This design comes from an exercise in tuning for small area, a short achievable clock period and few clock cycles per item on the open sky130 flow, not from production work.
In this exercise RTL edits were held to simulation tests only and were not proved equivalent to the original.

===== design.v =====
package fp_sincos_pkg;
	typedef logic [31:0] fp32_t;
	typedef logic signed [31:0] fix_t;
	localparam fp32_t QNAN = 32'h7FC0_0000;
	localparam int CORDIC_ITER = 30;
	localparam fix_t CORDIC_X0 = 32'sd652032874;
	localparam logic [31:0] PI_FIX = 32'd3373259426;
	localparam fix_t HALF_PI_FIX = 32'sd1686629713;
	localparam logic [31:0] ATAN0 = 32'd843314857;
	localparam logic [31:0] ATAN1 = 32'd497837829;
endpackage
module fp_sincos (
	input  logic                 clk,
	input  logic                 rst,
	input  logic                 ld_i,
	input  fp_sincos_pkg::fp32_t a_i,
	output fp_sincos_pkg::fp32_t sin_o,
	output fp_sincos_pkg::fp32_t cos_o,
	output logic                 done_o,
	output logic                 busy_o
);
	logic s_prep, s_run, s_pk0, s_pk1, s_pk2;
	logic busy_r, done_r;
	logic [4:0] cnt;
	logic [4:0] cnt_y;
	logic signed [31:0] x_r, y_r, z_r;
	logic sgn_r, half_r, inv_r, r1_r;
	logic [7:0]  a_exp;
	logic [22:0] a_frac;
	logic        a_e128, a_e127, a_inr, a_bad, a_gt, a_half, a_r1;
	logic [31:0] x_cap;
	logic [4:0]  cnt_cap;
	always_comb begin
		a_exp  = a_i[30:23];
		a_frac = a_i[22:0];
		a_e128 = (a_exp == 8'd128);
		a_e127 = (a_exp == 8'd127);
		a_inr  = (a_exp[7:5] == 3'b011);
		a_bad  = a_exp[7] & (|a_exp[6:0]);
		a_gt   = (a_frac > 23'h490FDA);
		a_half = a_e128 | (a_e127 & a_gt);
		a_r1   = a_half ? (a_i[30:0] < 31'h4016CBE4) : (a_i[30:0] >= 31'h3F490FDB);
		if (a_e128)
			x_cap = {1'b1, a_frac, 8'd0};
		else if (a_inr)
			x_cap = {2'b01, a_frac, 7'd0};
		else
			x_cap = '0;
		cnt_cap = a_exp[7] ? 5'd0 : ~a_exp[4:0];
	end
	logic        rot_pos;
	logic [31:0] xa_op, ya_op;
	logic        x_sub, y_sub;
	assign rot_pos = ~z_r[31];
	always_comb begin
		xa_op = s_pk0 ? 32'd0 : x_r;
		x_sub = s_pk0 ? y_r[31] : rot_pos;
		if (s_prep) begin
			case ({half_r, r1_r})
				2'b00: ya_op = 32'd0 - fp_sincos_pkg::ATAN0 + fp_sincos_pkg::ATAN1;
				2'b01: ya_op = 32'd0 - fp_sincos_pkg::ATAN0 - fp_sincos_pkg::ATAN1;
				2'b10: ya_op = fp_sincos_pkg::PI_FIX - fp_sincos_pkg::ATAN0 + fp_sincos_pkg::ATAN1;
				default: ya_op = fp_sincos_pkg::PI_FIX - fp_sincos_pkg::ATAN0 - fp_sincos_pkg::ATAN1;
			endcase
			y_sub = half_r;
		end else if (s_pk0) begin
			ya_op = 32'd0;
			y_sub = x_r[31];
		end else begin
			ya_op = y_r;
			y_sub = ~rot_pos & s_run;
		end
	end
	logic [31:0] atan_v;
	always_comb begin
		case (cnt_y)
			5'd0: atan_v = 32'd843314857;
			5'd1: atan_v = 32'd497837829;
			5'd2: atan_v = 32'd263043837;
			5'd3: atan_v = 32'd133525159;
			5'd4: atan_v = 32'd67021687;
			5'd5: atan_v = 32'd33543516;
			5'd6: atan_v = 32'd16775851;
			5'd7: atan_v = 32'd8388437;
			5'd8: atan_v = 32'd4194283;
			5'd9: atan_v = 32'd2097149;
			5'd10: atan_v = 32'd1048576;
			5'd11: atan_v = 32'd524288;
			5'd12: atan_v = 32'd262144;
			5'd13: atan_v = 32'd131072;
			5'd14: atan_v = 32'd65536;
			5'd15: atan_v = 32'd32768;
			5'd16: atan_v = 32'd16384;
			5'd17: atan_v = 32'd8192;
			5'd18: atan_v = 32'd4096;
			5'd19: atan_v = 32'd2048;
			5'd20: atan_v = 32'd1024;
			5'd21: atan_v = 32'd512;
			5'd22: atan_v = 32'd256;
			5'd23: atan_v = 32'd128;
			5'd24: atan_v = 32'd64;
			5'd25: atan_v = 32'd32;
			5'd26: atan_v = 32'd16;
			5'd27: atan_v = 32'd8;
			5'd28: atan_v = 32'd4;
			5'd29: atan_v = 32'd2;
			default: atan_v = 32'd0;
		endcase
	end
	logic signed [31:0] x_m, y_m, x_sh, y_sh;
	assign y_m  = y_r ^ {32{x_sub}};
	assign x_m  = x_r ^ {32{y_sub}};
	assign y_sh = y_m >>> cnt_y;
	assign x_sh = x_m >>> cnt;
	logic [32:0] x_sum, y_sum, z_sum;
	logic [31:0] x_add, y_add, z_add;
	assign x_sum = {xa_op, x_sub} + {y_sh, x_sub};
	assign y_sum = {ya_op, y_sub} + {x_sh, y_sub};
	logic [31:0] z_op;
	assign z_op  = atan_v & {32{~s_pk2}};
	assign z_sum = {z_r, rot_pos} + {z_op ^ {32{rot_pos}}, rot_pos};
	assign x_add = x_sum[32:1];
	assign y_add = y_sum[32:1];
	assign z_add = z_sum[32:1];
	logic [31:0] x_add_rev, y_rev;
	always_comb begin
		x_add_rev[31] = 1'b0;
		y_rev[31]     = 1'b0;
		for (int i = 0; i < 31; i++) begin
			x_add_rev[i] = x_add[30 - i];
			y_rev[i]     = y_r[30 - i];
		end
	end
	logic [31:0] lz_w;
	logic [4:0]  lz_raw;
	logic        lz_pow2;
	logic [4:0]  lz_y;
	always_comb begin
		lz_w   = y_r ^ {32{y_r[31]}};
		lz_raw = 5'd31;
		for (int i = 0; i < 31; i++)
			if (lz_w[i])
				lz_raw = 5'(30 - i);
		lz_pow2 = y_r[31] & ~(|(lz_w[31:1] & ~lz_w[30:0]));
		lz_y    = lz_raw - 5'(lz_pow2);
	end
	logic [22:0] pk_frac;
	logic [4:0]  pk_p;
	logic        pk_sign;
	logic        pk_up;
	logic [30:0] pk_sum;
	logic [31:0] pk_out;
	always_comb begin
		for (int t = 0; t < 23; t++)
			pk_frac[t] = x_sh[23 - t];
		pk_p    = ~cnt;
		pk_sign = s_pk1 ? sgn_r : half_r;
		pk_up   = x_sh[24] & ((|x_sh[30:25]) | pk_frac[0]);
		pk_sum  = {3'b011, pk_p, pk_frac} + 31'(pk_up);
		if (inv_r)
			pk_out = fp_sincos_pkg::QNAN;
		else if (pk_p == 5'd0)
			pk_out = {pk_sign, 31'd0};
		else
			pk_out = {pk_sign, pk_sum};
	end
	logic go;
	assign go = ld_i & ~busy_r;
	always_ff @(posedge clk) begin
		if (rst) begin
			s_prep <= 1'b0;
			s_run  <= 1'b0;
			s_pk0  <= 1'b0;
			s_pk1  <= 1'b0;
			s_pk2  <= 1'b0;
			busy_r <= 1'b0;
			done_r <= 1'b0;
		end else begin
			s_prep <= go;
			s_run  <= s_prep | (s_run & (cnt != 5'd29));
			s_pk0  <= s_run & (cnt == 5'd29);
			s_pk1  <= s_pk0;
			s_pk2  <= s_pk1;
			done_r <= s_pk2;
			busy_r <= go | (busy_r & ~s_pk2);
		end
	end
	always_ff @(posedge clk) begin
		if (!busy_r) begin
			sgn_r  <= a_i[31];
			inv_r  <= a_bad | (a_e128 & a_gt);
			half_r <= a_half;
			r1_r   <= a_r1;
		end else if (s_pk0) begin
			sgn_r  <= sgn_r ^ y_r[31];
			half_r <= half_r ^ x_r[31];
		end
	end
	always_ff @(posedge clk) begin
		if (!busy_r)
			cnt <= cnt_cap;
		else if (s_prep)
			cnt <= 5'd2;
		else if (s_run)
			cnt <= (cnt == 5'd29) ? 5'd0 : cnt + 5'd1;
		else if (s_pk0 | s_pk1)
			cnt <= lz_y;
		else
			cnt <= 5'd31;
	end
	always_ff @(posedge clk) begin
		if (s_prep)
			cnt_y <= 5'd2;
		else if (s_run)
			cnt_y <= (cnt_y == 5'd29) ? 5'd0 : cnt_y + 5'd1;
		else
			cnt_y <= 5'd31;
	end
	always_ff @(posedge clk) begin
		if (!busy_r)
			x_r <= x_cap;
		else if (s_prep)
			x_r <= r1_r ? 32'd326016437 : 32'd978049311;
		else if (s_pk0)
			x_r <= x_add_rev;
		else if (s_pk1)
			x_r <= y_rev;
		else if (s_pk2)
			x_r <= pk_out;
		else
			x_r <= x_add;
	end
	always_ff @(posedge clk) begin
		if (s_prep)
			y_r <= r1_r ? 32'd978049311 : 32'd326016437;
		else
			y_r <= y_add;
	end
	always_ff @(posedge clk) begin
		if (s_prep)
			z_r <= y_add;
		else if (s_pk1)
			z_r <= pk_out;
		else
			z_r <= z_add;
	end
	assign cos_o  = x_r;
	assign sin_o  = z_r;
	assign done_o = done_r;
	assign busy_o = busy_r;
endmodule

===== run.sh =====
#!/bin/bash
# synth_recipe.tcl (not shown) runs the flow's synth.tcl, then flattens the netlist and writes it again
# the make line also repeats each setting of config.mk as NAME=value (left out here)
make -C /OpenROAD-flow-scripts/flow DESIGN_CONFIG=/design/flow/config.mk WORK_HOME=/design/flow/orfs CLKGATE_MAP_FILE= SYNTH_SCRIPT=/design/flow/synth_recipe.tcl finish

===== config.mk =====
export PLATFORM = sky130hd
export DESIGN_NAME = fp_sincos
export DESIGN_NICKNAME = fp_sincos
export VERILOG_FILES = /design/flow/design.v
export SDC_FILE = /design/flow/constraint.sdc
export NUM_CORES = 4
export LEC_CHECK = 0
export ABC_AREA = 1
export CAP_MARGIN = 20
export CORE_MARGIN = 2
export CORE_UTILIZATION = 40
export SETUP_SLACK_MARGIN = 4
export SLEW_MARGIN = 20

===== constraint.sdc =====
create_clock -name core_clock -period 8.5 [get_ports {clk}]
set_input_delay 1.7000 -clock core_clock [delete_from_list [all_inputs] [get_ports {clk}]]
set_output_delay 1.7000 -clock core_clock [all_outputs]
set_load 0.01 [all_outputs]

==> flow_metrics.env, run 1 <==
export IMPL_path_common_cell="nand3_2"
export IMPL_grt_pass1_vias=19800
export IMPL_worstSetupEndpointType="flip-flop"
export IMPL_crit_arrival_ps=5040
export IMPL_ios=101
export IMPL_avgSynthCellArea_um2=5.82
export IMPL_yosys_top_cells_area="nand2_1, dfxtp_1, ha_1, inv_1, nand3_1"
export IMPL_seq_area_frac_synth_pct=13.8
export IMPL_rsz0062_at_grt="yes"
export IMPL_syn_nets=3113
export IMPL_clock_latency_ps=450
export IMPL_reg2reg_to="z_r[29]"
export IMPL_hold_class="flip-flop to flip-flop"
export IMPL_finalCritPeriodShare_pct=55.0
export IMPL_r2r_start="s_pk0"
export IMPL_hold_viol=0
export IMPL_setup_ws_ps=3830
export IMPL_synth_most_common_cell="nand2_1"
export IMPL_cts_tree="yes"
export IMPL_dpl_cell_area_mm2=0.0186
export IMPL_wl_um=89000
export IMPL_antenna_found_initial=0
export IMPL_min_to="cnt_y[0]"
export IMPL_drive_above_1_share_pct=18.6
export IMPL_min_from="s_run"
export IMPL_ys_flop_type="dfxtp_1"
export IMPL_min_period_ps=4670
export IMPL_grt_max_degree=64
export IMPL_numCtsBuffers=17
export IMPL_grt_overflow=0
export IMPL_crit_family="compound AO/OA/AOI/OAI gates"
export IMPL_initial_utilization_pct=40.3
export IMPL_cts_root_buffer="clkbuf_16"
export IMPL_synth_top_cell_by_area="nand2_1"
export IMPL_worst_r2r_cell_count=31
export IMPL_drt_first_iter_violations=2657
export IMPL_core_mm2=0.0428
export IMPL_yosys_top_cells_count="nand2_1, inv_1, nor2_1"
export IMPL_track_usage_pct=38.3
export IMPL_post_route_util_pct=52.1
export IMPL_rows=76
export IMPL_cts_buffer_depth=2
export IMPL_nNetsFinal=3275
export IMPL_synth_distinct_cells=66
export IMPL_fin_setup_tns_ps=0
export IMPL_cp_data_required_time_ps=8870
export IMPL_max_stage_delay_ps=400
export IMPL_vias_per_cell=5.94
export IMPL_die_area_mm2=0.0447
export IMPL_setup_viol=0
export IMPL_first_pass_iters=6
export IMPL_die_y_um=212
export IMPL_max_freq_ghz=0.214
export IMPL_skew_ps=15.4
export IMPL_die_w_um=212
export IMPL_slowest_stage="fa_2"
export IMPL_ys_seq_elements=117
export IMPL_synth_edf_count=4
export IMPL_port_buffers=100
export IMPL_yosys_warnings=1
export IMPL_relSlewSlack_pct=31.6
export IMPL_detail_route_wl_per_cell_um=24.2
export IMPL_grt_pass1_wl_um=126000
export IMPL_synth_top_area_share_pct=17.6
export IMPL_final_max_slew_viol_count=0
export IMPL_worst_pin_slew_ps=1020
export IMPL_final_area_mm2=0.0223
export IMPL_min_path_cells=1
export IMPL_dp_slack_ps=2140
export IMPL_clk_pin_slew_worst_paths_ps=70
export IMPL_drcViolationCount=0
export IMPL_path_buf_inv=5
export IMPL_worstSetupPathType="flip-flop to flip-flop"
export IMPL_vias=21900
export IMPL_gp_congestion=1.03
export IMPL_postRouteAntennaNets=0
export IMPL_synth_area_mm2=0.0172
export IMPL_syn_inst=2962
export IMPL_cts_sinks=117
export IMPL_dp_hpwl_um=67900
export IMPL_cp_start_kind="flip-flop"
export IMPL_areaGrowthSynthToFinish_pct=29.5
export IMPL_htreeDepth=4
export IMPL_maxCapViolCount=0
export IMPL_async_flop_share_pct=0
export IMPL_r2r_slack_ps=3830
export IMPL_critPathMaxFanout=6
export IMPL_outcome="timing/DRC/antenna clean"
-- cell families after synthesis --
family | Yosys count | share of synthesized area, %
fa+ha+maj | 116 | 8.51
buf+inv | 498 | 11.5
simple gates | 1395 | 33.8
xor+xnor | 196 | 10.4
compound gates | 631 | 21.4
mux | 9 | 0.523
flops | 117 | 13.8
-- cell type report --
type                    count  area, µm²
fillers                  4444      20500
multi-input cells        2349      14500
repair buffers            258       2540
flip-flops and latches    117       2410
inverters                 376       1480
well taps                 546        683
clock buffers              17        425
clock inverters            15        180
repair inverters            5       35.0
diodes                      1       2.50
-- per-layer routing --
metal  GRT usage (%)  part of all wire, %  up-vias
met5               0                    0        -
met4            17.0                  5.1        0
met3            6.63                  9.5      234
met2            58.7                   43     1284
met1            52.5                   42    10300
li1                -                    -    10000
-- worst register-to-register path: cells and delay by family (launching register included) --
family,cells,cell delay (ps)
xor+xnor,2,370
fa+ha+maj,1,400
compound gates,9,1420
simple gates,14,1320
buf+inv,5,700
flops,1,390
-- worst max-delay path by stage --
stage / startpoint / to / slack [ps] / cells past startpoint
finish: s_pk0 / z_r[29] / 3830 / 31
global route: s_pk0 / z_r[29] / 3640 / 31
CTS: y_r[31] / x_r[30] / 3900 / 33
detailed placement: s_pk0 / x_r[26] / 2140 / 38
global placement: s_pk0 / x_r[3] / 2120 / 34
floorplan: y_r[31] / x_r[27] / 4000 / 37
-- sequential cells by signal, summed over array words and instances (netlist names) --
| register | count |
|---|---|
| inv_r | 1 |
| y_r | 32 |
| done_r | 1 |
| z_r | 32 |
| s_pk2 | 1 |
| busy_r | 1 |
| x_r | 32 |
| s_pk1 | 1 |
| s_prep | 1 |
| cnt | 5 |
| half_r | 1 |
| sgn_r | 1 |
| s_pk0 | 1 |
| r1_r | 1 |
| cnt_y | 5 |
| s_run | 1 |
-- metrics by stage --
step | instances | hold slack, ps
floorplan | 2962 | 497
global placement | 3513 | 641
detailed placement | 3513 | 658
CTS | 3641 | 551
global route | 3683 | 568
finish | 3684 | 555
-- cells in the final DEF (no fill, tap or decap), types with 55 or more instances in the layout --
master	instances
a21oi_1	158
buf_4	123
clkdlybuf4s50_1	100
dfxtp_1	102
ha_1	106
inv_1	340
nand2_1	731
nand2_2	80
nand3_1	189
nand3_2	62
nor2_1	244
o21ai_0	145
o21ai_1	69
xnor2_1	55
xor2_1	86
-- repair_timing --
action                                 in CTS  in global routing
buffers inserted                           83                 39
setup endpoints to repair                  87                 69
gates cloned                               13                  3
pin swaps                                  97                102
endpoints found under the hold margin       0                  0
hold buffers                                0                  0
resized for setup                         283                232
Testbench counts, summed over its fixed seeds: cycles 16,896, items 512.
==> run 2: changes to the inputs <==
--- a/config.mk
+++ b/config.mk
@@ -5,9 +5,8 @@
 export SDC_FILE = /design/flow/constraint.sdc
 export NUM_CORES = 4
 export LEC_CHECK = 0
-export ABC_AREA = 1
 export CAP_MARGIN = 20
 export CORE_MARGIN = 2
 export CORE_UTILIZATION = 40
-export SETUP_SLACK_MARGIN = 4
+export SETUP_SLACK_MARGIN = 3.5
 export SLEW_MARGIN = 20
==> flow_metrics.env, run 2 <==
export IMPL_outcome="timing/DRC/antenna clean"
export IMPL_drcViolationCount=0
export IMPL_avgSynthCellArea_um2=7.27
export IMPL_grt_pass1_vias=19400
export IMPL_cts_root_buffer="clkbuf_16"
export IMPL_clock_latency_ps=450
export IMPL_antenna_found_initial=6
export IMPL_syn_inst=2505
export IMPL_maxCapViolCount=0
export IMPL_hold_viol=0
export IMPL_skew_ps=9.85
export IMPL_drt_first_iter_violations=2893
export IMPL_hold_class="flip-flop to flip-flop"
export IMPL_grt_overflow=0
export IMPL_layout_commonest_cell="nand2_1"
export IMPL_max_freq_ghz=0.202
export IMPL_worstSetupEndpointType="flip-flop"
export IMPL_r2r_start="cnt[2]"
export IMPL_postRouteAntennaNets=0
export IMPL_min_period_ps=4940
export IMPL_numCtsBuffers=17
export IMPL_worst_r2r_cell_count=17
export IMPL_initial_utilization_pct=40.3
export IMPL_synth_distinct_cells=98
export IMPL_htreeDepth=4
export IMPL_fin_setup_tns_ps=0
export IMPL_crit_path_start="cnt[2]"
export IMPL_rsz0062_at_grt="yes"
export IMPL_rows=78
export IMPL_seq_area_frac_synth_pct=13.1
export IMPL_synth_most_common_cell="nor2_1"
export IMPL_die_w_um=217
export IMPL_worst_pin_slew_ps=1170
export IMPL_clk_pin_slew_worst_paths_ps=60
export IMPL_finalCritPeriodShare_pct=58.1
export IMPL_nNetsFinal=2704
export IMPL_drive_above_1_share_pct=14.8
export IMPL_reg_top3="x_r (32), y_r (32), z_r (32)"
export IMPL_wl_um=88400
export IMPL_nFillCells=4426
export IMPL_worstSetupPathType="flip-flop to flip-flop"
export IMPL_synth_top_cell_by_area="dfxtp_1"
export IMPL_final_area_mm2=0.0218
export IMPL_yosys_top_cells_area="dfxtp_1, ha_1, xnor2_1, a21oi_1, o21ai_0"
export IMPL_gp_congestion=1.02
export IMPL_die_y_um=217
export IMPL_cts_tree="yes"
export IMPL_yosys_warnings=1
export IMPL_grt_max_degree=84
export IMPL_min_from="s_run"
export IMPL_port_buffers=100
export IMPL_track_usage_pct=35.9
export IMPL_final_cell_mix="nand2_1, nor2_1, a21oi_1"
export IMPL_synth_area_mm2=0.0182
export IMPL_final_max_slew_viol_count=0
export IMPL_core_mm2=0.0452
export IMPL_vias_per_cell=6.73
export IMPL_synth_edf_count=4
export IMPL_regArea_mm2=0.00243
export IMPL_relSlewSlack_pct=21.7
export IMPL_ios=101
export IMPL_post_route_util_pct=48.2
export IMPL_min_path_cells=2
export IMPL_dp_hpwl_um=66100
export IMPL_cp_start_kind="flip-flop"
export IMPL_setup_viol=0
export IMPL_areaGrowthSynthToFinish_pct=19.7
export IMPL_syn_nets=2656
export IMPL_multi_input_area_mm2=0.0156
export IMPL_cts_buffer_depth=2
export IMPL_crit_arrival_ps=5220
export IMPL_ys_flop_type="dfxtp_1"
export IMPL_cts_sinks=117
export IMPL_dpl_cell_area_mm2=0.0195
export IMPL_yosys_top_cells_count="nor2_1, nand2_1, a21oi_1"
export IMPL_detail_route_wl_per_cell_um=27.9
export IMPL_vias=21300
export IMPL_async_flop_share_pct=0
export IMPL_grt_pass1_wl_um=127000
export IMPL_cp_data_required_time_ps=8780
export IMPL_synth_top_area_share_pct=12.4
export IMPL_critPathMaxFanout=14
export IMPL_die_area_mm2=0.0472
export IMPL_first_pass_iters=8
export IMPL_ys_seq_elements=117
==> run 2: changes by cell type in the layout (fill, tap and decap cells not counted), moves of 47 or more <==
cell | previous run | this run
a21oi_1 | 158 | 208
nor2b_1 | 0 | 52
nand2_2 | 80 | 2
a21o_1 | 4 | 51
mux2i_1 | 7 | 76
o21ai_1 | 69 | 16
inv_1 | 340 | 72
nand3_1 | 189 | 44
o21ai_0 | 145 | 193
xnor2_1 | 55 | 128
nand2_1 | 731 | 235
nand3_2 | 62 | 0
==> run 2: cell families after synthesis <==
logic type	count (synthesis)	synth area share [%]
XOR/XNOR	207	9.96
AND/OR/NAND/NOR	795	20.8
AO/OA/AOI/OAI	862	30.7
adder cells (fa/ha/maj)	116	8.05
multiplexers	143	11.4
flip-flops	117	13.1
buffers and inverters	265	5.99
==> run 2: critical path, stage by stage (launching register included) <==
cell and delay, ps:
dfxtp_4 400, bufbuf_16 310, mux2i_1 310, mux2i_1 260, mux4_2 530, xnor2_1 170, nor2_1 90, a21o_1 220
ha_1 330, nand3_1 150, o211a_1 300, o31ai_4 310, a311oi_2 160, a21o_1 230, a2111oi_2 390, o21ai_1 140
xor2_1 300, a221oi_1 150
==> run 2: final timing paths <==
check	to	slack [ps]
hold / removal	cnt_y[1]	660
hold reg to reg	cnt_y[1]	660
setup / recovery	z_r[30]	3560
setup reg to reg	z_r[30]	3560
==> run 2: layout make-up <==
class	count	area share (%)
multi-input cells	2125	71.4
repair buffers	206	9.66
well taps	600	3.44
clock buffers	21	2.11
flip-flops and latches	117	11.2
inverters	85	1.57
clock inverters	10	0.591
repair inverters	1	0.0230
diodes	5	0.0574
==> run 2: timing repair <==
item / 4_1_cts / 5_1_grt
gates cloned: 6 / 4
setup buffers: 32 / 35
setup endpoints to repair: 84 / 58
hold buffers: 0 / 0
resized for setup: 118 / 102
pin swaps: 15 / 34
==> run 2: layer usage <==
metal  wire [µm]  vias up  global-route usage [%]
met1       35700    10300                    47.6
met3        9300      302                    7.78
met4        5000        6                    18.3
li1            -     9378                       -
met5          36        -                       0
met2       38400     1391                    54.6
==> run 2: through the flow <==
stage	instances	worst slack, ps	hold slack [ps]
2_1_floorplan	2505	3480	601
3_3_place_gp	3057	1900	501
3_5_place_dp	3057	2020	512
4_1_cts	3126	3460	539
5_1_grt	3166	3380	681
6_report	3170	3560	655
==> run 3: changes to the inputs <==
--- a/config.mk
+++ b/config.mk
@@ -5,6 +5,7 @@
 export SDC_FILE = /design/flow/constraint.sdc
 export NUM_CORES = 4
 export LEC_CHECK = 0
+export ABC_AREA = 1
 export CAP_MARGIN = 20
 export CORE_MARGIN = 2
 export CORE_UTILIZATION = 40
==> flow_metrics.env, run 3 <==
export IMPL_drive_above_1_share_pct=10.7
export IMPL_crit_family="compound AO/OA/AOI/OAI gates"
export IMPL_synth_distinct_cells=66
export IMPL_setup_viol=0
export IMPL_track_usage_pct=36.8
export IMPL_drcViolationCount=0
export IMPL_crit_arrival_ps=5210
export IMPL_yosys_top_cells_count="nand2_1, inv_1, nor2_1"
export IMPL_syn_inst=2962
export IMPL_maxCapViolCount=0
export IMPL_dp_hpwl_um=67000
export IMPL_first_pass_iters=8
export IMPL_async_flop_share_pct=0
export IMPL_die_y_um=212
export IMPL_grt_overflow=0
export IMPL_slowest_stage="dfxtp_4"
export IMPL_vias_per_cell=5.84
export IMPL_gp_congestion=1.04
export IMPL_numCtsBuffers=17
export IMPL_nNetsFinal=3209
export IMPL_grt_max_degree=64
export IMPL_path_common_cell="nand2_1"
export IMPL_final_cell_mix="nand2_1, inv_1, nor2_1"
export IMPL_grt_pass1_wl_um=122000
export IMPL_worst_pin_slew_ps=1220
export IMPL_die_area_mm2=0.0447
export IMPL_avgSynthCellArea_um2=5.82
export IMPL_critPathMaxFanout=13
export IMPL_postRouteAntennaNets=0
export IMPL_initial_utilization_pct=40.3
export IMPL_cts_sinks=117
export IMPL_max_freq_ghz=0.204
export IMPL_fin_setup_tns_ps=0
export IMPL_path_buf_inv=7
export IMPL_cts_root_buffer="clkbuf_16"
export IMPL_port_buffers=100
export IMPL_final_max_slew_viol_count=0
export IMPL_yosys_top_cells_area="nand2_1, dfxtp_1, ha_1, inv_1, nand3_1"
export IMPL_synth_top_area_share_pct=17.6
export IMPL_core_mm2=0.0428
export IMPL_seq_area_frac_synth_pct=13.8
export IMPL_clk_pin_slew_worst_paths_ps=60
export IMPL_antenna_found_initial=0
export IMPL_hold_class="flip-flop to flip-flop"
export IMPL_use_met1_pct=51.6
export IMPL_finalCritPeriodShare_pct=57.6
export IMPL_ys_flop_type="dfxtp_1"
export IMPL_die_w_um=212
export IMPL_regArea_mm2=0.00240
export IMPL_yosys_warnings=1
export IMPL_synth_area_mm2=0.0172
export IMPL_cts_tree="yes"
export IMPL_use_met2_pct=55.8
export IMPL_rows=76
export IMPL_reg_top3="x_r (32), y_r (32), z_r (32)"
export IMPL_dpl_cell_area_mm2=0.0186
export IMPL_ys_seq_elements=117
export IMPL_worstSetupPathType="flip-flop to flip-flop"
export IMPL_ios=101
export IMPL_nFillCells=4565
export IMPL_areaGrowthSynthToFinish_pct=20.0
export IMPL_rsz0062_at_grt="no"
export IMPL_min_period_ps=4890
export IMPL_cp_start_kind="flip-flop"
export IMPL_drt_first_iter_violations=2756
export IMPL_busiest_layer="met2"
export IMPL_cts_hold_buf=0
export IMPL_skew_ps=11.8
export IMPL_detail_route_wl_per_cell_um=23.4
export IMPL_vias=21100
export IMPL_layout_commonest_cell="nand2_1"
export IMPL_cts_buffer_depth=2
export IMPL_use_met3_pct=6.38
export IMPL_wl_um=84700
export IMPL_max_stage_delay_ps=390
export IMPL_worstSetupEndpointType="flip-flop"
export IMPL_clock_latency_ps=460
export IMPL_hold_ws_ps=614
export IMPL_relSlewSlack_pct=17.8
export IMPL_htreeDepth=4
export IMPL_cp_data_required_time_ps=8810
export IMPL_synth_most_common_cell="nand2_1"
export IMPL_synth_top_cell_by_area="nand2_1"
export IMPL_grt_pass1_vias=19200
export IMPL_final_area_mm2=0.0207
export IMPL_outcome="timing/DRC/antenna clean"
export IMPL_synth_edf_count=4
export IMPL_hold_viol=0
export IMPL_multi_input_area_mm2=0.0135
export IMPL_syn_nets=3113
-- run 3: cell count changes after synthesis, sizes merged, moves of 50 or more --
cell,delta
clkbuf,-50
inv,+289
nand2,+587
mux2i,-73
nand3,+209
xnor2,-77
nor2b,-56
xor2,+66
-- run 3: repair_timing --
item	CTS	global route
gates cloned	8	4
buffers inserted	23	34
setup endpoints to repair	76	75
gates resized for setup	106	139
pin swaps	13	40
-- run 3: worst register-to-register path, delay by kind of cell (launching register included) --
family | cells | cell delay, ps
DFF | 1 | 390
xor gates and xnor gates | 2 | 420
AOI/OAI and AO/OA | 12 | 1920
adders and majority gates | 1 | 330
buffers and inverters | 7 | 810
muxes | 1 | 140
and+or+nand+nor | 9 | 760
-- run 3: final cells by class --
cell class | instances | share of cell area, %
Antenna cell | 1 | 0.0121
Clock buffer | 18 | 2.12
Clock inverter | 14 | 0.575
Inverter | 376 | 7.18
Multi-Input combinational cell | 2347 | 65.3
Sequential cell | 117 | 11.6
Tap cell | 546 | 3.30
Timing Repair Buffer | 195 | 9.78
Timing Repair inverter | 4 | 0.139
-- run 3: cells by family after synthesis --
kind of cell,count (synthesis),synth area share (%)
and+or+nand+nor,1395,33.8
AOI/OAI and AO/OA,631,21.4
buffers and inverters,498,11.5
xor gates and xnor gates,196,10.4
DFF,117,13.8
adders and majority gates,116,8.51
muxes,9,0.523
-- run 3: routing by layer --
layer | share of wire (%) | routed length, µm | vias to the layer above
li1 | - | - | 9927
met1 | 43 | 36600 | 9912
met2 | 43 | 36500 | 1108
met3 | 9.4 | 8010 | 195
met4 | 4.3 | 3650 | 0
met5 | 0 | 0 | -
-- run 3: worst paths after layout --
path | slack (ps) | from | to | cells past startpoint
setup reg to reg | 3610 | s_pk0 | x_r[8] | 32
hold reg to reg | 610 | s_run | s_pk0 | 2
hold / removal | 610 | s_run | s_pk0 | 2
setup / recovery | 3610 | s_pk0 | x_r[8] | 32
-- run 3: stage by stage --
| step | std cells | worst slack, ps | util (%) |
|---|---|---|---|
| 6_report | 3618 | 3610 | 48.3 |
| 5_1_grt | 3617 | 3440 | 48.3 |
| 4_1_cts | 3579 | 3500 | 46.3 |
| 3_5_place_dp | 3516 | 2000 | 43.4 |
| 3_3_place_gp | 3516 | 1980 | 43.4 |
| 2_1_floorplan | 2962 | 3870 | - |
==> run 4: changes to the inputs <==
--- a/design.v
+++ b/design.v
@@ -52,9 +52,11 @@
 	logic [31:0] xa_op, ya_op;
 	logic        x_sub, y_sub;
 	assign rot_pos = ~z_r[31];
+	logic xs_r, ys_r;
+	assign x_sub = xs_r;
+	assign y_sub = ys_r;
 	always_comb begin
 		xa_op = s_pk0 ? 32'd0 : x_r;
-		x_sub = s_pk0 ? y_r[31] : rot_pos;
 		if (s_prep) begin
 			case ({half_r, r1_r})
 				2'b00: ya_op = 32'd0 - fp_sincos_pkg::ATAN0 + fp_sincos_pkg::ATAN1;
@@ -62,13 +64,10 @@
 				2'b10: ya_op = fp_sincos_pkg::PI_FIX - fp_sincos_pkg::ATAN0 + fp_sincos_pkg::ATAN1;
 				default: ya_op = fp_sincos_pkg::PI_FIX - fp_sincos_pkg::ATAN0 - fp_sincos_pkg::ATAN1;
 			endcase
-			y_sub = half_r;
 		end else if (s_pk0) begin
 			ya_op = 32'd0;
-			y_sub = x_r[31];
 		end else begin
 			ya_op = y_r;
-			y_sub = ~rot_pos & s_run;
 		end
 	end
 	logic [31:0] atan_v;
@@ -236,13 +235,27 @@
 		else
 			y_r <= y_add;
 	end
-	always_ff @(posedge clk) begin
+	logic [31:0] z_d;
+	always_comb begin
 		if (s_prep)
-			z_r <= y_add;
+			z_d = y_add;
 		else if (s_pk1)
-			z_r <= pk_out;
-		else
-			z_r <= z_add;
+			z_d = pk_out;
+		else
+			z_d = z_add;
+	end
+	always_ff @(posedge clk)
+		z_r <= z_d;
+	logic run_last;
+	assign run_last = s_run & (cnt == 5'd29);
+	always_ff @(posedge clk) begin
+		xs_r <= run_last ? y_add[31] : ~z_d[31];
+		if (go)
+			ys_r <= a_half;
+		else if (run_last)
+			ys_r <= x_add[31];
+		else
+			ys_r <= (s_prep | s_run) & z_d[31];
 	end
 	assign cos_o  = x_r;
 	assign sin_o  = z_r;
--- a/config.mk
+++ b/config.mk
@@ -9,5 +9,5 @@
 export CAP_MARGIN = 20
 export CORE_MARGIN = 2
 export CORE_UTILIZATION = 40
-export SETUP_SLACK_MARGIN = 3.5
+export SETUP_SLACK_MARGIN = 4
 export SLEW_MARGIN = 20
==> flow_metrics.env, run 4 <==
export IMPL_outcome="timing/DRC/antenna clean"
export IMPL_yosys_top_cells_area="nand2_1, dfxtp_1, ha_1, inv_1, o21ai_0"
export IMPL_track_usage_pct=36.8
export IMPL_rsz0062_at_grt="yes"
export IMPL_final_cell_mix="nand2_1, inv_1, nor2_1"
export IMPL_cts_tree="yes"
export IMPL_cp_start_kind="flip-flop"
export IMPL_finalCritPeriodShare_pct=51.4
export IMPL_hold_class="flip-flop to flip-flop"
export IMPL_relSlewSlack_pct=30.6
export IMPL_numCtsBuffers=17
export IMPL_synth_edf_count=4
export IMPL_grt_max_degree=52
export IMPL_wl_um=83800
export IMPL_min_to="y_r[31]"
export IMPL_syn_inst=2812
export IMPL_antenna_found_initial=2
export IMPL_detail_route_wl_per_cell_um=24.3
export IMPL_rows=74
export IMPL_cp_data_required_time_ps=8830
export IMPL_postRouteAntennaNets=0
export IMPL_max_freq_ghz=0.229
export IMPL_dp_slack_ps=2700
export IMPL_yosys_top_cells_count="nand2_1, inv_1, nor2_1"
export IMPL_min_period_ps=4370
export IMPL_synth_area_mm2=0.0167
export IMPL_cts_root_buffer="clkbuf_16"
export IMPL_core_mm2=0.0411
export IMPL_setup_viol=0
export IMPL_worstSetupEndpointType="flip-flop"
export IMPL_drive_above_1_share_pct=12.0
export IMPL_r2r_start="y_r[21]"
export IMPL_grt_pass1_vias=18800
export IMPL_reg2reg_to="x_r[30]"
export IMPL_final_max_slew_viol_count=0
export IMPL_worstSetupPathType="flip-flop to flip-flop"
export IMPL_areaGrowthSynthToFinish_pct=20.4
export IMPL_maxCapViolCount=0
export IMPL_ios=101
export IMPL_hold_viol=0
export IMPL_setup_ws_ps=4130
export IMPL_r2r_slack_ps=4130
export IMPL_nNetsFinal=3056
export IMPL_min_path_cells=1
export IMPL_port_buffers=100
export IMPL_reg_top3="x_r (32), y_r (32), z_r (32)"
export IMPL_skew_ps=15.4
export IMPL_yosys_warnings=1
export IMPL_synth_distinct_cells=65
export IMPL_ys_flop_type="dfxtp_1"
export IMPL_gp_congestion=1.02
export IMPL_dp_cells=3356
export IMPL_die_y_um=209
export IMPL_syn_nets=2963
export IMPL_min_from="s_prep"
export IMPL_drt_first_iter_violations=2306
export IMPL_htreeDepth=4
export IMPL_cts_hold_buf=0
export IMPL_clk_pin_slew_worst_paths_ps=70
export IMPL_ys_seq_elements=119
export IMPL_fin_setup_tns_ps=0
export IMPL_vias_per_cell=5.89
export IMPL_clock_latency_ps=450
export IMPL_synth_most_common_cell="nand2_1"
export IMPL_vias=20300
export IMPL_cts_sinks=119
export IMPL_die_area_mm2=0.0435
export IMPL_critPathMaxFanout=4
export IMPL_first_pass_iters=6
export IMPL_worst_r2r_cell_count=27
export IMPL_grt_overflow=0
export IMPL_layout_commonest_cell="nand2_1"
export IMPL_grt_pass1_wl_um=120000
export IMPL_async_flop_share_pct=0
export IMPL_avgSynthCellArea_um2=5.95
export IMPL_cts_buffer_depth=2
export IMPL_synth_top_area_share_pct=15.1
export IMPL_dp_hpwl_um=67800
export IMPL_post_route_util_pct=49.0
export IMPL_worst_pin_slew_ps=1030
export IMPL_seq_area_frac_synth_pct=14.5
export IMPL_die_w_um=209
export IMPL_antenna_cells=0
export IMPL_stdcell_count=3450
export IMPL_crit_arrival_ps=4710
export IMPL_initial_utilization_pct=40.7
export IMPL_drcViolationCount=0
export IMPL_synth_top_cell_by_area="nand2_1"
==> run 4: cells by family after synthesis <==
family	after synthesis	share of synthesized area [%]
compound gates	715	24.7
simple gates	1169	28.9
buf+inv	461	10.7
mux	32	1.91
fa+ha+maj	116	8.76
flops	119	14.5
xor+xnor	200	10.5
==> run 4: metal layers <==
metal	GRT usage (%)	wire [µm]	up-vias
li1	-	-	9544
met1	50.6	36000	9541
met2	55.8	35900	1036
met3	8.09	8320	195
met4	14.9	3610	2
met5	0	13	-
==> run 4: how the worst max path moves through the flow <==
stage	startpoint	to	slack (ps)	depth (start not counted)
finish	y_r[21]	x_r[30]	4130	27
CTS	xs_r	x_r[25]	3950	31
global route	xs_r	x_r[2]	3880	32
detailed placement	xs_r	x_r[25]	2700	28
floorplan	y_r[31]	x_r[27]	4020	33
global placement	xs_r	x_r[25]	2740	28
==> run 4: worst max-delay path, stage by stage, from the launching register on <==
cell	delay (ps)
dfxtp_1	630
xnor2_2	150
mux2i_1	210
nand2_1	70
o21ai_1	100
nand2_1	90
o21ai_2	80
mux2i_2	110
a221oi_2	330
ha_1	340
a21oi_1	160
nand2_1	100
a21oi_2	160
inv_1	80
a21o_1	170
nand2_1	80
nand2_2	80
nand2_2	70
nand2_2	60
a21boi_2	190
o21ai_2	100
nand2_1	70
nand2_1	70
nand4_1	90
nand2_2	100
xor2_4	180
o211ai_1	310
nand2_1	80
==> run 4: cell type report <==
type | instances | area, µm²
timing repair buffer | 184 | 1810
inverter | 346 | 1350
multi-input combinational | 2232 | 13200
sequential | 119 | 2460
tap | 532 | 666
clock inverter | 13 | 166
timing repair inverter | 5 | 38.8
clock buffer | 19 | 453
fill | 4437 | 21000
==> run 4: stage by stage <==
stage	instance area [µm²]	hold WS, ps
after floorplan	16700	571
after global placement	18100	603
after detailed placement	18100	606
after CTS	19100	617
after global routing	20200	641
final	20200	639
==> run 4: what timing repair did <==
action	in CTS	in global routing
gates resized for setup	65	193
gates cloned	3	4
pin swaps	3	39
endpoints found under the setup margin	76	69
buffers inserted	16	39
Testbench counts of run 4, summed over its fixed seeds: cycles 16,896, items 512.
==> run 5: changes to the inputs <==
--- a/config.mk
+++ b/config.mk
@@ -9,5 +9,5 @@
 export CAP_MARGIN = 20
 export CORE_MARGIN = 2
 export CORE_UTILIZATION = 40
-export SETUP_SLACK_MARGIN = 4
+export SETUP_SLACK_MARGIN = 3.5
 export SLEW_MARGIN = 20
==> flow_metrics.env, run 5 <==
export IMPL_max_freq_ghz=0.214
export IMPL_critPathMaxFanout=26
export IMPL_dp_hpwl_um=66900
export IMPL_ys_seq_elements=119
export IMPL_syn_nets=2963
export IMPL_die_area_mm2=0.0435
export IMPL_final_max_slew_viol_count=0
export IMPL_nNetsFinal=3011
export IMPL_crit_arrival_ps=4980
export IMPL_synth_top_cell_by_area="nand2_1"
export IMPL_cts_sinks=119
export IMPL_stdcell_count=3405
export IMPL_die_w_um=209
export IMPL_rows=74
export IMPL_detail_route_wl_per_cell_um=23.8
export IMPL_yosys_warnings=1
export IMPL_async_flop_share_pct=0
export IMPL_layout_commonest_cell="nand2_1"
export IMPL_cts_tree="yes"
export IMPL_grt_pass1_vias=18600
export IMPL_areaGrowthSynthToFinish_pct=13.8
export IMPL_grt_pass1_wl_um=119000
export IMPL_cts_buffer_depth=2
export IMPL_final_cell_mix="nand2_1, inv_1, nor2_1"
export IMPL_syn_inst=2812
export IMPL_wl_um=81100
export IMPL_cp_start_kind="flip-flop"
export IMPL_core_mm2=0.0411
export IMPL_cts_root_buffer="clkbuf_16"
export IMPL_nFillCells=4487
export IMPL_synth_most_common_cell="nand2_1"
export IMPL_worstSetupPathType="flip-flop to flip-flop"
export IMPL_relSlewSlack_pct=26.8
export IMPL_synth_area_mm2=0.0167
export IMPL_r2r_slack_ps=3820
export IMPL_cts_hold_buf=0
export IMPL_worstSetupEndpointType="flip-flop"
export IMPL_track_usage_pct=36.3
export IMPL_min_period_ps=4680
export IMPL_die_y_um=209
export IMPL_htreeDepth=4
export IMPL_hold_viol=0
export IMPL_synth_edf_count=4
export IMPL_reg_top3="x_r (32), y_r (32), z_r (32)"
export IMPL_reg2reg_to="xs_r"
export IMPL_outcome="timing/DRC/antenna clean"
export IMPL_maxCapViolCount=0
export IMPL_synth_distinct_cells=65
export IMPL_antenna_found_initial=0
export IMPL_min_to="sgn_r"
export IMPL_drcViolationCount=0
export IMPL_dpl_cell_area_mm2=0.0181
export IMPL_worst_pin_slew_ps=1090
export IMPL_setup_viol=0
export IMPL_yosys_top_cells_count="nand2_1, inv_1, nor2_1"
export IMPL_port_buffers=100
export IMPL_min_path_cells=2
export IMPL_skew_ps=17.7
export IMPL_worst_r2r_cell_count=20
export IMPL_antenna_cells=0
export IMPL_rsz0062_at_grt="yes"
export IMPL_ios=101
export IMPL_finalCritPeriodShare_pct=55.1
export IMPL_min_from="sgn_r"
export IMPL_initial_utilization_pct=40.7
export IMPL_grt_max_degree=65
export IMPL_dp_cells=3350
export IMPL_fin_setup_tns_ps=0
export IMPL_synth_top_area_share_pct=15.1
export IMPL_cp_data_required_time_ps=8800
export IMPL_vias=19800
export IMPL_grt_overflow=0
export IMPL_avgSynthCellArea_um2=5.95
export IMPL_yosys_top_cells_area="nand2_1, dfxtp_1, ha_1, inv_1, o21ai_0"
export IMPL_first_pass_iters=5
export IMPL_ys_flop_type="dfxtp_1"
export IMPL_hold_class="flip-flop to flip-flop"
export IMPL_seq_area_frac_synth_pct=14.5
export IMPL_vias_per_cell=5.81
export IMPL_r2r_start="cnt_y[4]"
export IMPL_drive_above_1_share_pct=6.30
export IMPL_final_area_mm2=0.0191
export IMPL_numCtsBuffers=17
export IMPL_postRouteAntennaNets=0
export IMPL_clk_pin_slew_worst_paths_ps=70
export IMPL_drt_first_iter_violations=2040
export IMPL_clock_latency_ps=450
export IMPL_gp_congestion=1.01
-- run 5: cell counts after synthesis --
Identical to the previous run, type by type.
-- run 5: kinds of logic (layout without fill, tap and decap cells) --
| kind of cell | Yosys count | in the layout | share of synthesized area, % |
|---|---|---|---|
| muxes | 32 | 32 | 1.91 |
| DFF | 119 | 119 | 14.5 |
| xor gates and xnor gates | 200 | 200 | 10.5 |
| AOI/OAI and AO/OA | 715 | 715 | 24.7 |
| buffers and inverters | 461 | 522 | 10.7 |
| adders and majority gates | 116 | 116 | 8.76 |
| and+or+nand+nor | 1169 | 1169 | 28.9 |
-- run 5: per-stage QoR --
| stage | hold WS (ps) | utilization, % | worst slack (ps) |
|---|---|---|---|
| after global routing | 667 | 46.3 | 3480 |
| after detailed placement | 644 | 44.0 | 2360 |
| after CTS | 661 | 45.7 | 3530 |
| after global placement | 645 | 44.0 | 2430 |
| after floorplan | 571 | - | 3780 |
| final | 667 | 46.3 | 3820 |
-- run 5: how the worst max path moves through the flow --
| stage | start | endpoint | slack [ps] | cells after the start |
|---|---|---|---|---|
| 2_1_floorplan | y_r[31] | x_r[29] | 3780 | 32 |
| 6_report | cnt_y[4] | xs_r | 3820 | 20 |
| 4_1_cts | cnt_y[0] | x_r[29] | 3530 | 27 |
| 3_3_place_gp | y_r[31] | x_r[25] | 2430 | 28 |
| 3_5_place_dp | y_r[31] | x_r[25] | 2360 | 28 |
| 5_1_grt | xs_r | x_r[29] | 3480 | 30 |
-- run 5: critical path, stage by stage, from the launching register on --
cell and delay [ps]:
dfxtp_1 310, buf_4 320, clkinvlp_4 550, nand2_1 320, nand3_1 170, xor2_1 180
ha_1 360, inv_1 90, o21bai_1 220, a21oi_1 80, o221ai_1 360, a21oi_2 120
o21ai_1 300, nand3_1 110, o211ai_1 210, nand2_1 90, nand2_1 220, o211ai_1 160
nand2_1 150, nand2_1 50, o21ai_0 140
-- run 5: final cells by class --
cell class	instances	area, µm²	area share (%)
multi-input combinational	2232	12600	66.3
sequential	119	2440	12.8
timing repair buffer	141	1390	7.29
inverter	346	1330	6.97
tap	532	666	3.49
clock buffer	17	425	2.23
clock inverter	15	144	0.755
timing repair inverter	3	17.5	0.0919
-- run 5: routing by layer --
| layer | global-route usage (%) | up-vias | wire length [µm] |
|---|---|---|---|
| li1 | - | 9451 | - |
| met1 | 51.4 | 9286 | 36300 |
| met2 | 55.7 | 892 | 34900 |
| met3 | 5.80 | 145 | 7250 |
| met4 | 12.1 | 0 | 2700 |
| met5 | 0 | - | 0 |
-- run 5: what timing repair did --
item	in CTS	in global routing
setup buffers	9	11
gates resized for setup	17	55
endpoints found under the setup margin	62	59
cloned	0	3
pin swaps	1	2
==> run 6: changes to the inputs <==
--- a/config.mk
+++ b/config.mk
@@ -9,5 +9,5 @@
 export CAP_MARGIN = 20
 export CORE_MARGIN = 2
 export CORE_UTILIZATION = 40
-export SETUP_SLACK_MARGIN = 3.5
+export SETUP_SLACK_MARGIN = 4.5
 export SLEW_MARGIN = 20
==> flow_metrics.env, run 6 <==
export IMPL_outcome="timing/DRC/antenna clean"
export IMPL_yosys_warnings=1
export IMPL_synth_top_area_share_pct=15.1
export IMPL_detail_route_wl_per_cell_um=23.4
export IMPL_final_max_slew_viol_count=0
export IMPL_seq_area_frac_synth_pct=14.5
export IMPL_vias_per_cell=5.87
export IMPL_core_mm2=0.0411
export IMPL_gp_congestion=1.04
export IMPL_grt_max_degree=65
export IMPL_clk_pin_slew_worst_paths_ps=70
export IMPL_grt_pass1_vias=19500
export IMPL_die_y_um=209
export IMPL_slowest_stage="dfxtp_4"
export IMPL_fin_setup_tns_ps=0
export IMPL_reg_top3="x_r (32), y_r (32), z_r (32)"
export IMPL_min_period_ps=4400
export IMPL_layout_commonest_cell="nand2_1"
export IMPL_max_stage_delay_ps=390
export IMPL_syn_nets=2963
export IMPL_nNetsFinal=3177
export IMPL_ios=101
export IMPL_track_usage_pct=36.7
export IMPL_finalCritPeriodShare_pct=51.7
export IMPL_port_buffers=100
export IMPL_multi_input_area_mm2=0.0145
export IMPL_cp_start_kind="flip-flop"
export IMPL_maxCapViolCount=0
export IMPL_crit_arrival_ps=4710
export IMPL_die_w_um=209
export IMPL_rows=74
export IMPL_synth_top_cell_by_area="nand2_1"
export IMPL_worst_pin_slew_ps=1060
export IMPL_vias=21000
export IMPL_die_area_mm2=0.0435
export IMPL_critPathMaxFanout=8
export IMPL_antenna_found_initial=1
export IMPL_first_pass_iters=6
export IMPL_hold_viol=0
export IMPL_skew_ps=14.4
export IMPL_synth_edf_count=4
export IMPL_yosys_top_cells_count="nand2_1, inv_1, nor2_1"
export IMPL_relSlewSlack_pct=28.6
export IMPL_drt_first_iter_violations=1999
export IMPL_numCtsBuffers=17
export IMPL_antenna_cells=0
export IMPL_initial_utilization_pct=40.7
export IMPL_wl_um=83600
export IMPL_max_freq_ghz=0.227
export IMPL_worstSetupPathType="flip-flop to flip-flop"
export IMPL_regArea_mm2=0.00246
export IMPL_drive_above_1_share_pct=21.9
export IMPL_setup_viol=0
export IMPL_syn_inst=2812
export IMPL_avgSynthCellArea_um2=5.95
export IMPL_nFillCells=4083
export IMPL_crit_family="compound AO/OA/AOI/OAI gates"
export IMPL_path_common_cell="nand2_1"
export IMPL_grt_pass1_wl_um=122000
export IMPL_cp_data_required_time_ps=8820
export IMPL_postRouteAntennaNets=0
export IMPL_cts_buffer_depth=2
export IMPL_worstSetupEndpointType="flip-flop"
export IMPL_areaGrowthSynthToFinish_pct=35.2
export IMPL_async_flop_share_pct=0
export IMPL_ys_flop_type="dfxtp_1"
export IMPL_cts_sinks=119
export IMPL_synth_most_common_cell="nand2_1"
export IMPL_cts_tree="yes"
export IMPL_path_buf_inv=4
export IMPL_final_cell_mix="nand2_1, inv_1, nor2_1"
export IMPL_rsz0062_at_grt="yes"
export IMPL_cts_root_buffer="clkbuf_16"
export IMPL_ys_seq_elements=119
export IMPL_htreeDepth=4
export IMPL_hold_class="flip-flop to flip-flop"
export IMPL_synth_area_mm2=0.0167
export IMPL_clock_latency_ps=440
export IMPL_synth_distinct_cells=65
export IMPL_yosys_top_cells_area="nand2_1, dfxtp_1, ha_1, inv_1, o21ai_0"
export IMPL_grt_overflow=0
export IMPL_dp_hpwl_um=65000
export IMPL_drcViolationCount=0
run 6: worst reg2reg max path, stage by stage (launching register included):
cell	delay, ps
dfxtp_4	390
buf_4	160
buf_16	140
xnor2_1	150
o21ai_0	370
o221ai_1	230
a221oi_2	390
ha_1	340
nand2_1	100
o21ai_2	70
a21oi_2	180
o21ai_2	70
nand2_1	90
nand2_2	60
nand2_2	60
nand2_2	70
a21boi_4	210
o21ai_4	80
a21boi_2	240
buf_4	150
buf_4	120
xnor2_4	100
nand2_1	90
o211ai_1	90
o21ai_1	240
nand2_1	70
run 6: logic make-up (layout without fill, tap and decap cells):
logic type      after synthesis  in the layout  synth area share, %
xor+xnor                    200            200                 10.5
buf+inv                     461            688                 10.7
compound gates              715            715                 24.7
fa+ha+maj                   116            116                 8.76
mux                          32             32                 1.91
flops                       119            119                 14.5
simple gates               1169           1169                 28.9
run 6: per-stage QoR:
| stage | hold slack, ps | cell area (µm²) | setup slack [ps] | instances | utilization (%) |
|---|---|---|---|---|---|
| 6_report | 673 | 22600 | 4100 | 3571 | 55.1 |
| 5_1_grt | 691 | 22600 | 3940 | 3571 | 55.1 |
| 4_1_cts | 658 | 20700 | 4270 | 3492 | 50.5 |
| 3_5_place_dp | 654 | 18100 | 3040 | 3354 | 44.2 |
| 3_3_place_gp | 645 | 18100 | 2990 | 3354 | 44.2 |
| 2_1_floorplan | 571 | 16800 | 4440 | 2812 | - |
run 6: final timing paths:
check | start | cells past startpoint | slack (ps) | to
min reg2reg | s_pk2 | 2 | 670 | x_r[31]
max | xs_r | 25 | 4100 | x_r[21]
min | s_pk2 | 2 | 670 | x_r[31]
max reg2reg | xs_r | 25 | 4100 | x_r[21]
run 6: final cells by class:
class | instances | share of cell area (%)
multi-input combinational | 2232 | 64.1
timing repair buffer | 303 | 13.1
sequential | 119 | 10.9
inverter | 346 | 6.00
tap | 532 | 2.94
clock buffer | 18 | 1.90
clock inverter | 14 | 0.779
timing repair inverter | 7 | 0.232
run 6: routing by layer:
layer	routed length (µm)	vias up	part of all wire [%]	track usage (%)
met5	11	-	0.013	0
met1	35500	9963	43	50.0
met3	7620	212	9.1	6.06
met2	36900	1019	44	58.4
li1	-	9780	-	-
met4	3510	2	4.2	13.2
run 6: repair_timing:
action | CTS | global route
hold buffers | 0 | 0
setup endpoints to repair | 86 | 83
setup buffers | 93 | 76
pin swaps | 82 | 136
cloned | 13 | 3
resized for setup | 277 | 291
==> run 7: changes to the inputs <==
--- a/config.mk
+++ b/config.mk
@@ -9,5 +9,6 @@
 export CAP_MARGIN = 20
 export CORE_MARGIN = 2
 export CORE_UTILIZATION = 40
-export SETUP_SLACK_MARGIN = 4.5
+export GPL_ROUTABILITY_DRIVEN = 0
+export SETUP_SLACK_MARGIN = 4
 export SLEW_MARGIN = 20
==> flow_metrics.env, run 7 <==
export IMPL_final_max_slew_viol_count=0
export IMPL_synth_edf_count=4
export IMPL_cts_tree="yes"
export IMPL_grt_overflow=0
export IMPL_cp_data_required_time_ps=8810
export IMPL_regArea_mm2=0.00246
export IMPL_seq_area_frac_synth_pct=14.5
export IMPL_path_buf_inv=1
export IMPL_setup_viol=0
export IMPL_synth_distinct_cells=65
export IMPL_synth_top_area_share_pct=15.1
export IMPL_first_pass_iters=6
export IMPL_nFillCells=4320
export IMPL_hold_viol=0
export IMPL_finalCritPeriodShare_pct=51.3
export IMPL_cp_start_kind="flip-flop"
export IMPL_worstSetupEndpointType="flip-flop"
export IMPL_avgSynthCellArea_um2=5.95
export IMPL_clock_latency_ps=440
export IMPL_rsz0062_at_grt="yes"
export IMPL_multi_input_area_mm2=0.0132
export IMPL_grt_pass1_wl_um=110000
export IMPL_synth_area_mm2=0.0167
export IMPL_crit_arrival_ps=4660
export IMPL_initial_utilization_pct=40.7
export IMPL_layout_commonest_cell="nand2_1"
export IMPL_wl_met2_um=32200
export IMPL_cts_sinks=119
export IMPL_relSlewSlack_pct=25.2
export IMPL_dp_hpwl_um=59700
export IMPL_antenna_found_initial=1
export IMPL_nNetsFinal=3052
export IMPL_syn_inst=2812
export IMPL_htreeDepth=4
export IMPL_detail_route_wl_per_cell_um=21.8
export IMPL_skew_ps=11.1
export IMPL_core_mm2=0.0411
export IMPL_wl_met1_um=31000
export IMPL_hold_class="flip-flop to flip-flop"
export IMPL_drcViolationCount=0
export IMPL_maxUsedRoutingLayer="met4"
export IMPL_critPathMaxFanout=17
export IMPL_outcome="timing/DRC/antenna clean"
export IMPL_yosys_top_cells_area="nand2_1, dfxtp_1, ha_1, inv_1, o21ai_0"
export IMPL_areaGrowthSynthToFinish_pct=19.8
export IMPL_r2r_slack_ps=4140
export IMPL_drt_first_iter_violations=2567
export IMPL_path_cells="nor2_2 -> inv_1 -> nor2_1 -> nand3_1 -> xor2_1 -> ha_1 -> a21o_1 -> a31oi_1 -> nor2_1 -> a2111oi_0 -> nand2_1 -> o211ai_1 -> nand2_1 -> nand2_1 -> o21ai_1"
export IMPL_hold_ws_ps=677
export IMPL_fin_setup_tns_ps=0
export IMPL_async_flop_share_pct=0
export IMPL_dr_wl_met3_um=8120
export IMPL_port_buffers=100
export IMPL_track_usage_pct=32.9
export IMPL_drive_above_1_share_pct=11.6
export IMPL_max_stage_delay_ps=490
export IMPL_rows=74
export IMPL_maxCapViolCount=0
export IMPL_ys_seq_elements=119
export IMPL_clk_pin_slew_worst_paths_ps=60
export IMPL_max_freq_ghz=0.230
export IMPL_numCtsBuffers=17
export IMPL_min_period_ps=4360
export IMPL_cts_root_buffer="clkbuf_16"
export IMPL_final_cell_mix="nand2_1, inv_1, nor2_1"
export IMPL_crit_family="simple AND/OR/NAND/NOR gates"
export IMPL_wl_um=75100
export IMPL_vias=20300
export IMPL_grt_pass1_vias=18400
export IMPL_slowest_stage="dfxtp_1"
export IMPL_ys_flop_type="dfxtp_1"
export IMPL_synth_top_cell_by_area="nand2_1"
export IMPL_worstSetupPathType="flip-flop to flip-flop"
export IMPL_yosys_top_cells_count="nand2_1, inv_1, nor2_1"
export IMPL_grt_max_degree=70
export IMPL_die_w_um=209
export IMPL_reg_top3="x_r (32), y_r (32), z_r (32)"
export IMPL_ios=101
export IMPL_die_area_mm2=0.0435
export IMPL_synth_most_common_cell="nand2_1"
export IMPL_worst_pin_slew_ps=1110
export IMPL_cts_buffer_depth=2
export IMPL_setup_ws_ps=4140
export IMPL_path_common_cell="nand2_1"
export IMPL_die_y_um=209
export IMPL_dp_slack_ps=2930
export IMPL_postRouteAntennaNets=0
export IMPL_syn_nets=2963
export IMPL_vias_per_cell=5.88
export IMPL_yosys_warnings=1
==> run 7: metal layers <==
| layer | up-vias | GRT usage (%) |
|---|---|---|
| li1 | 9536 | - |
| met1 | 9297 | 44.5 |
| met2 | 1186 | 50.4 |
| met3 | 254 | 6.28 |
| met4 | 0 | 15.7 |
| met5 | - | 0 |
==> run 7: worst paths after layout <==
check,from,end,cells past startpoint
setup / recovery,s_pk2,xs_r,15
hold / removal,s_run,cnt_y[1],1
setup reg to reg,s_pk2,xs_r,15
hold reg to reg,s_run,cnt_y[1],1
==> run 7: layout make-up <==
class	instances	area share, %
diodes	1	0.0125
clock buffers	20	2.33
clock inverters	12	0.455
inverters	346	6.81
multi-input cells	2232	65.9
flip-flops and latches	119	12.3
well taps	532	3.32
repair buffers	179	8.66
repair inverters	6	0.212
==> run 7: per-stage QoR <==
| step | util, % | instances | area, µm² |
|---|---|---|---|
| 6_report | 48.8 | 3447 | 20100 |
| 5_1_grt | 48.8 | 3446 | 20100 |
| 4_1_cts | 46.1 | 3398 | 19000 |
| 3_5_place_dp | 43.9 | 3344 | 18000 |
| 3_3_place_gp | 43.9 | 3344 | 18000 |
| 2_1_floorplan | - | 2812 | 16700 |
==> run 7: kinds of logic (layout without fill, tap and decap cells) <==
logic type / count (synthesis) / count (layout) / synth area share, %
and+or+nand+nor: 1169 / 1169 / 28.9
AOI/OAI and AO/OA: 715 / 715 / 24.7
buffers and inverters: 461 / 563 / 10.7
xor gates and xnor gates: 200 / 200 / 10.5
DFF: 119 / 119 / 14.5
adders and majority gates: 116 / 116 / 8.76
muxes: 32 / 32 / 1.91
other: 0 / 1 / 0
==> run 7: what timing repair did <==
action / CTS / global route
endpoints found under the hold margin: 0 / 0
endpoints found under the setup margin: 80 / 69
hold buffers: 0 / 0
resized for setup: 67 / 185
pin swaps: 3 / 45
gates cloned: 6 / 1
buffers inserted: 16 / 47
==> run 8: changes to the inputs <==
--- a/config.mk
+++ b/config.mk
@@ -10,5 +10,6 @@
 export CORE_MARGIN = 2
 export CORE_UTILIZATION = 40
 export GPL_ROUTABILITY_DRIVEN = 0
+export PLACE_DENSITY = 0.75
 export SETUP_SLACK_MARGIN = 4
 export SLEW_MARGIN = 20
==> flow_metrics.env, run 8 <==
export IMPL_outcome="timing/DRC/antenna clean"
export IMPL_cp_data_required_time_ps=8800
export IMPL_first_pass_iters=8
export IMPL_grt_pass1_wl_um=104000
export IMPL_hold_ws_ps=671
export IMPL_yosys_warnings=1
export IMPL_relSlewSlack_pct=31.9
export IMPL_synth_distinct_cells=65
export IMPL_min_path_cells=2
export IMPL_cp_start_kind="flip-flop"
export IMPL_htreeDepth=4
export IMPL_ys_seq_elements=119
export IMPL_r2r_start="xs_r"
export IMPL_grt_overflow=0
export IMPL_setup_viol=0
export IMPL_antenna_cells=0
export IMPL_clock_latency_ps=430
export IMPL_reg_top3="x_r (32), y_r (32), z_r (32)"
export IMPL_areaGrowthSynthToFinish_pct=20.1
export IMPL_detail_route_wl_per_cell_um=20.6
export IMPL_max_stage_delay_ps=450
export IMPL_final_cell_mix="nand2_1, inv_1, nor2_1"
export IMPL_slowest_stage="dfxtp_4"
export IMPL_synth_top_area_share_pct=15.1
export IMPL_core_mm2=0.0411
export IMPL_syn_inst=2812
export IMPL_worst_pin_slew_ps=1020
export IMPL_reg2reg_to="x_r[29]"
export IMPL_skew_ps=7.43
export IMPL_hold_class="flip-flop to flip-flop"
export IMPL_hold_viol=0
export IMPL_regArea_mm2=0.00246
export IMPL_die_w_um=209
export IMPL_grt_max_degree=69
export IMPL_yosys_top_cells_count="nand2_1, inv_1, nor2_1"
export IMPL_min_period_ps=4380
export IMPL_crit_end="x_r[29]"
export IMPL_multi_input_area_mm2=0.0131
export IMPL_clk_pin_slew_worst_paths_ps=60
export IMPL_die_y_um=209
export IMPL_rsz0062_at_grt="yes"
export IMPL_cts_root_buffer="clkbuf_16"
export IMPL_port_buffers=100
==> run 8: cell counts after synthesis <==
No cell type changed its count.
==> run 8: cell type report <==
type                    count  area share, %
repair inverters            7          0.243
repair buffers            177           8.86
clock buffers              20           2.27
flip-flops and latches    119           12.2
inverters                 346           6.72
well taps                 532           3.31
clock inverters            12           1.10
multi-input cells        2232           65.3
==> run 8: how the worst min path moves through the flow <==
| stage | from | end | slack [ps] |
|---|---|---|---|
| 5_1_grt | s_run | cnt_y[1] | 700 |
| 3_5_place_dp | sgn_r | sgn_r | 640 |
| 4_1_cts | sgn_r | sgn_r | 660 |
| 2_1_floorplan | s_run | cnt_y[1] | 570 |
| 3_3_place_gp | s_prep | s_run | 620 |
| 6_report | sgn_r | sgn_r | 670 |
==> run 8: worst max-delay path: cells and delay by family, from the launching register on <==
family          cells  cell delay [ps]
buf+inv             2              240
mux                 2              390
simple gates       14             1140
flops               1              450
fa+ha+maj           1              380
compound gates     11             1620
==> run 8: timing repair <==
action | in CTS | in global routing
pin swaps | 0 | 47
endpoints found under the hold margin | 0 | 0
gates resized for setup | 46 | 194
gates cloned | 3 | 7
setup endpoints to repair | 73 | 67
setup buffers | 18 | 42
hold buffers | 0 | 0
==> run 8: per-stage QoR <==
| step | worst slack (ps) | util, % | std cells | cell area [µm²] |
|---|---|---|---|---|
| 6_report | 4120 | 48.9 | 3445 | 20100 |
| 5_1_grt | 3870 | 48.9 | 3445 | 20100 |
| 3_5_place_dp | 3160 | 43.8 | 3343 | 18000 |
| 2_1_floorplan | 4020 | - | 2812 | 16700 |
| 3_3_place_gp | 3160 | 43.8 | 3343 | 18000 |
| 4_1_cts | 3990 | 46.3 | 3396 | 19000 |
==> run 8: routing by layer <==
metal	wire, µm	vias to the layer above	GRT usage, %
met3	9300	367	7.95
met1	26800	9099	39.2
li1	-	9537	-
met5	0	-	0
met4	5140	0	17.3
met2	29700	1444	47.2
==> run 8: cells by family after synthesis <==
family / count (synthesis) / share of synthesized area, %
simple gates: 1169 / 28.9
compound gates: 715 / 24.7
xor+xnor: 200 / 10.5
buf+inv: 461 / 10.7
flops: 119 / 14.5
mux: 32 / 1.91
fa+ha+maj: 116 / 8.76

-- what the ideal ports hide --
The flow's constraints put no driver on any port. The routed layouts listed below were extracted and timed again, unchanged, in two steps. Step 1 assumes that a clkbuf_16 drives the clock port and a buf_2 every other input. Step 2 also shifts input and output timing later by t, the mid clock arrival at the registers, as if the neighbouring blocks saw the same clock. a / b / c = ideal / step 1 / step 2; a / b = the first two.
| run | t (ns) | setup slack, ns | clock arrival spread, ns | slew at the worst register clock pin (ns) | cell pins on the clock port's net |
|---|---|---|---|---|---|
| run 1 | 0.493 | 3.826 / 3.826 / 3.826 | 0.016 / 0.016 | 0.07 / 0.07 | 1 |
| run 2 | 0.504 | 3.558 / 3.558 / 3.558 | 0.010 / 0.010 | 0.06 / 0.06 | 1 |
| run 3 | 0.512 | 3.606 / 3.606 / 3.606 | 0.012 / 0.011 | 0.07 / 0.07 | 1 |
| run 4 | 0.497 | 4.128 / 4.128 / 3.975 | 0.015 / 0.015 | 0.07 / 0.07 | 1 |
| run 5 | 0.491 | 3.819 / 3.819 / 3.660 | 0.017 / 0.018 | 0.07 / 0.07 | 1 |
| run 6 | 0.486 | 4.103 / 4.103 / 4.001 | 0.015 / 0.014 | 0.07 / 0.07 | 1 |
| run 7 | 0.492 | 4.144 / 4.144 / 3.868 | 0.011 / 0.011 | 0.06 / 0.06 | 1 |
| run 8 | 0.483 | 4.116 / 4.116 / 4.072 | 0.008 / 0.007 | 0.06 / 0.06 | 1 |
After both steps every run listed still meets setup and hold. For run 7, which loses most, drivers alone change the setup slack by 0.000 ns; drivers and shift together by -0.276 ns.
